This design comes from an exercise in tuning for small area, a short achievable clock period and few clock cycles per item on the open sky130 flow, not from production work.
At most, simulation tests tie the RTL to the original design; equivalence was not proved.

Setup of before:
==> module chroma_window, before the edit <==
module chroma_window (
	input logic CLOCK_50_I,
	input logic resetn,
	input logic in_valid,
	input logic [SAMPLE_W-1:0] in_y_even,
	input logic [SAMPLE_W-1:0] in_y_odd,
	input logic [SAMPLE_W-1:0] in_u,
	input logic [SAMPLE_W-1:0] in_v,
	output logic busy,
	output logic launch,
	output logic last_launch,
	output logic [SAMPLE_W-1:0] win_y_even,
	output logic [SAMPLE_W-1:0] win_y_odd,
	output logic [0:5][SAMPLE_W-1:0] win_u_taps,
	output logic [0:5][SAMPLE_W-1:0] win_v_taps
);
	logic [7:0] pair_cnt;
	logic flushing;
	logic [1:0] flush_cnt;
	logic [1:0] cool;
	logic [1:0] fill;
	logic busy_q;
	logic first;
	logic filled;
	logic flush_step;
	logic fill_step;
	logic shift_en;
	logic chroma_en;
	logic [0:5][SAMPLE_W-1:0] u_sr;
	logic [0:5][SAMPLE_W-1:0] v_sr;
	logic [SAMPLE_W-1:0] y_even_d [0:2];
	logic [SAMPLE_W-1:0] y_odd_d [0:2];
	logic [SAMPLE_W-1:0] y_even_q;
	logic [SAMPLE_W-1:0] y_odd_q;
	logic flushing_n;
	logic [1:0] cool_n;
	logic [1:0] fill_n;
	assign first = pair_cnt == 8'd0 && !flushing;
	assign filled = pair_cnt >= 8'd3;
	assign flush_step = flushing && cool == 2'd0;
	assign fill_step = fill != 2'd0;
	assign shift_en = in_valid || flush_step;
	assign chroma_en = shift_en || fill_step;
	assign launch = (in_valid && filled) || flush_step;
	assign last_launch = flush_step && flush_cnt == 2'd2;
	always_comb begin
		flushing_n = flushing;
		if (in_valid && pair_cnt == LINE_PAIRS - 1)
			flushing_n = 1'b1;
		else if (last_launch)
			flushing_n = 1'b0;
		cool_n = launch ? 2'd2 : (cool != 2'd0 ? cool - 2'd1 : 2'd0);
		fill_n = (in_valid && first) ? 2'd2 : (fill != 2'd0 ? fill - 2'd1 : 2'd0);
	end
	always_ff @(posedge CLOCK_50_I or negedge resetn) begin
		if (!resetn) begin
			pair_cnt <= '0;
			flushing <= 1'b0;
			flush_cnt <= '0;
			cool <= '0;
			fill <= '0;
		end else begin
			flushing <= flushing_n;
			cool <= cool_n;
			fill <= fill_n;
			if (in_valid)
				pair_cnt <= (pair_cnt == LINE_PAIRS - 1) ? 8'd0 : pair_cnt + 8'd1;
			if (flush_step)
				flush_cnt <= (flush_cnt == 2'd2) ? 2'd0 : flush_cnt + 2'd1;
		end
	end
	always_ff @(posedge CLOCK_50_I)
		busy_q <= flushing_n || cool_n != 2'd0 || fill_n != 2'd0;
	assign busy = busy_q;
	always_ff @(posedge CLOCK_50_I) begin
		if (chroma_en) begin
			for (int i = 0; i < 5; i++) begin
				u_sr[i] <= u_sr[i+1];
				v_sr[i] <= v_sr[i+1];
			end
		end
		if (in_valid) begin
			u_sr[5] <= in_u;
			v_sr[5] <= in_v;
		end
		if (shift_en) begin
			y_even_q <= y_even_d[0];
			y_odd_q <= y_odd_d[0];
			for (int i = 0; i < 2; i++) begin
				y_even_d[i] <= y_even_d[i+1];
				y_odd_d[i] <= y_odd_d[i+1];
			end
			y_even_d[2] <= in_y_even;
			y_odd_d[2] <= in_y_odd;
		end
	end
	assign win_y_even = y_even_q;
	assign win_y_odd = y_odd_q;
	assign win_u_taps = u_sr;
	assign win_v_taps = v_sr;
endmodule
==> flow/config.mk <==
export PLATFORM = sky130hd
export DESIGN_NAME = yuv_to_rgb
export DESIGN_NICKNAME = yuv_to_rgb
export VERILOG_FILES = /design/flow/design.v
export SDC_FILE = /design/flow/constraint.sdc
export NUM_CORES = 4
export LEC_CHECK = 0
export CAP_MARGIN = 20
export CORE_MARGIN = 2
export CORE_UTILIZATION = 65
export CTS_CLUSTER_DIAMETER = 100
export CTS_CLUSTER_SIZE = 30
export PLACE_DENSITY = 0.75
export SLEW_MARGIN = 20
==> flow/constraint.sdc <==
create_clock -name core_clock -period 15.0 [get_ports {CLOCK_50_I}]
set_input_delay 3.0000 -clock core_clock [delete_from_list [all_inputs] [get_ports {CLOCK_50_I}]]
set_output_delay 3.0000 -clock core_clock [all_outputs]
set_load 0.01 [all_outputs]
standard.sh (not shown) runs the stock make flow with config.mk's settings and CLKGATE_MAP_FILE= SYNTH_SCRIPT=/design/flow/synth_recipe.tcl, a recipe that flattens the netlist after the stock synthesis.
==> flow/flow/run.sh <==
#!/bin/bash
set -euo pipefail
R=orfs/results/${FLOW_PLATFORM:-sky130hd}/yuv_to_rgb/base
bash standard.sh synth > make_synth.log 2>&1
python3 flow/polarity.py $R/1_2_yosys.v > polarity.log 2>&1
rm -f $R/1_synth.odb $R/1_synth.sdc
bash standard.sh SETUP_SLACK_MARGIN=11 "CTS_ARGS=-sink_clustering_enable -repair_clock_nets -sink_clustering_size 30 -sink_clustering_max_diameter 100 -dont_use_dummy_load" "BUFFER_PORTS_ARGS=-buffer_cell sky130_fd_sc_hd__buf_1" finish > make_finish.log 2>&1
Other scripts of this flow, unchanged in this note and not shown: flow/flow/polarity.py
#### Input delta (after over before)
--- a/flow/design.v
+++ b/flow/design.v
@@ -24,31 +24,25 @@
 	logic [7:0] pair_cnt;
 	logic flushing;
 	logic [1:0] flush_cnt;
 	logic [1:0] cool;
-	logic [1:0] fill;
 	logic busy_q;
 	logic first;
 	logic filled;
 	logic flush_step;
-	logic fill_step;
 	logic shift_en;
-	logic chroma_en;
 	logic [0:5][SAMPLE_W-1:0] u_sr;
 	logic [0:5][SAMPLE_W-1:0] v_sr;
 	logic [SAMPLE_W-1:0] y_even_d [0:2];
 	logic [SAMPLE_W-1:0] y_odd_d [0:2];
 	logic [SAMPLE_W-1:0] y_even_q;
 	logic [SAMPLE_W-1:0] y_odd_q;
 	logic flushing_n;
 	logic [1:0] cool_n;
-	logic [1:0] fill_n;
 	assign first = pair_cnt == 8'd0 && !flushing;
 	assign filled = pair_cnt >= 8'd3;
 	assign flush_step = flushing && cool == 2'd0;
-	assign fill_step = fill != 2'd0;
 	assign shift_en = in_valid || flush_step;
-	assign chroma_en = shift_en || fill_step;
 	assign launch = (in_valid && filled) || flush_step;
 	assign last_launch = flush_step && flush_cnt == 2'd2;
 	always_comb begin
 		flushing_n = flushing;
@@ -56,42 +50,37 @@
 			flushing_n = 1'b1;
 		else if (last_launch)
 			flushing_n = 1'b0;
 		cool_n = launch ? 2'd2 : (cool != 2'd0 ? cool - 2'd1 : 2'd0);
-		fill_n = (in_valid && first) ? 2'd2 : (fill != 2'd0 ? fill - 2'd1 : 2'd0);
 	end
 	always_ff @(posedge CLOCK_50_I or negedge resetn) begin
 		if (!resetn) begin
 			pair_cnt <= '0;
 			flushing <= 1'b0;
 			flush_cnt <= '0;
 			cool <= '0;
-			fill <= '0;
 		end else begin
 			flushing <= flushing_n;
 			cool <= cool_n;
-			fill <= fill_n;
 			if (in_valid)
 				pair_cnt <= (pair_cnt == LINE_PAIRS - 1) ? 8'd0 : pair_cnt + 8'd1;
 			if (flush_step)
 				flush_cnt <= (flush_cnt == 2'd2) ? 2'd0 : flush_cnt + 2'd1;
 		end
 	end
 	always_ff @(posedge CLOCK_50_I)
-		busy_q <= flushing_n || cool_n != 2'd0 || fill_n != 2'd0;
+		busy_q <= flushing_n || cool_n != 2'd0;
 	assign busy = busy_q;
 	always_ff @(posedge CLOCK_50_I) begin
-		if (chroma_en) begin
-			for (int i = 0; i < 5; i++) begin
+		if (shift_en) begin
+			for (int i = 0; i < 3; i++) begin
 				u_sr[i] <= u_sr[i+1];
 				v_sr[i] <= v_sr[i+1];
 			end
-		end
-		if (in_valid) begin
-			u_sr[5] <= in_u;
-			v_sr[5] <= in_v;
-		end
-		if (shift_en) begin
+			for (int i = 3; i < 5; i++) begin
+				u_sr[i] <= first ? in_u : u_sr[i+1];
+				v_sr[i] <= first ? in_v : v_sr[i+1];
+			end
 			y_even_q <= y_even_d[0];
 			y_odd_q <= y_odd_d[0];
 			for (int i = 0; i < 2; i++) begin
 				y_even_d[i] <= y_even_d[i+1];
@@ -99,8 +88,12 @@
 			end
 			y_even_d[2] <= in_y_even;
 			y_odd_d[2] <= in_y_odd;
 		end
+		if (in_valid) begin
+			u_sr[5] <= in_u;
+			v_sr[5] <= in_v;
+		end
 	end
 	assign win_y_even = y_even_q;
 	assign win_y_odd = y_odd_q;
 	assign win_u_taps = u_sr;
## What came out
after vs. before: maximum number of pins on one net before global-route repair increased by about 120% relative to the old numbers; total detailed-routing wirelength moved up.
Number of tapcells of after exceeds that of before slightly.
On detailed-placement wirelength estimate, before beats after.
Going from before to after, sequential cell count shrank slightly.
From before to after the numbers moved as follows: non-clock buffer count has increased; relative area of non-clock buffer cells in the final design has increased; tightest slew margin relative to the limit has increased; die extent in y has increased.
Via count delta (after − before): unfavourable
after: design area 1.6% above before
Testbench counts of after, summed over its fixed seeds: cycles 15,496, items 5,120.
For before, only the layout was checked, not whether the RTL still works.

afterwards: timing with drivers on the ports:
Ports are ideal in the flow. The routed layouts listed here were re-timed in OpenROAD. Step 1 sets driving cells, clkbuf_16 on the clock port and buf_2 on the other inputs (assumed; they add their load-dependent delay and slew). Step 2 moves the port delays by t, midway between the first and last clock arrival at a register: inputs arrive t later, outputs are due t later. That takes back most of the time a late clock gives input paths. a / b / c = no drivers / after step 1 / after step 2; a / b = the first two.
run	t (ns)	slack for setup (ns)	slew at the worst register clock pin (ns)	worst slew at a driven data input, ns	pins driven straight from the clock port
before	0.544	10.974 / 10.926 / 10.507	0.11 / 0.11	0.06	1
after	0.553	11.033 / 10.980 / 10.608	0.12 / 0.12	0.04	1
After both steps setup and hold are still met in every run listed. For before, which loses most, drivers alone change the setup slack by -0.048 ns; drivers and shift together by -0.467 ns.
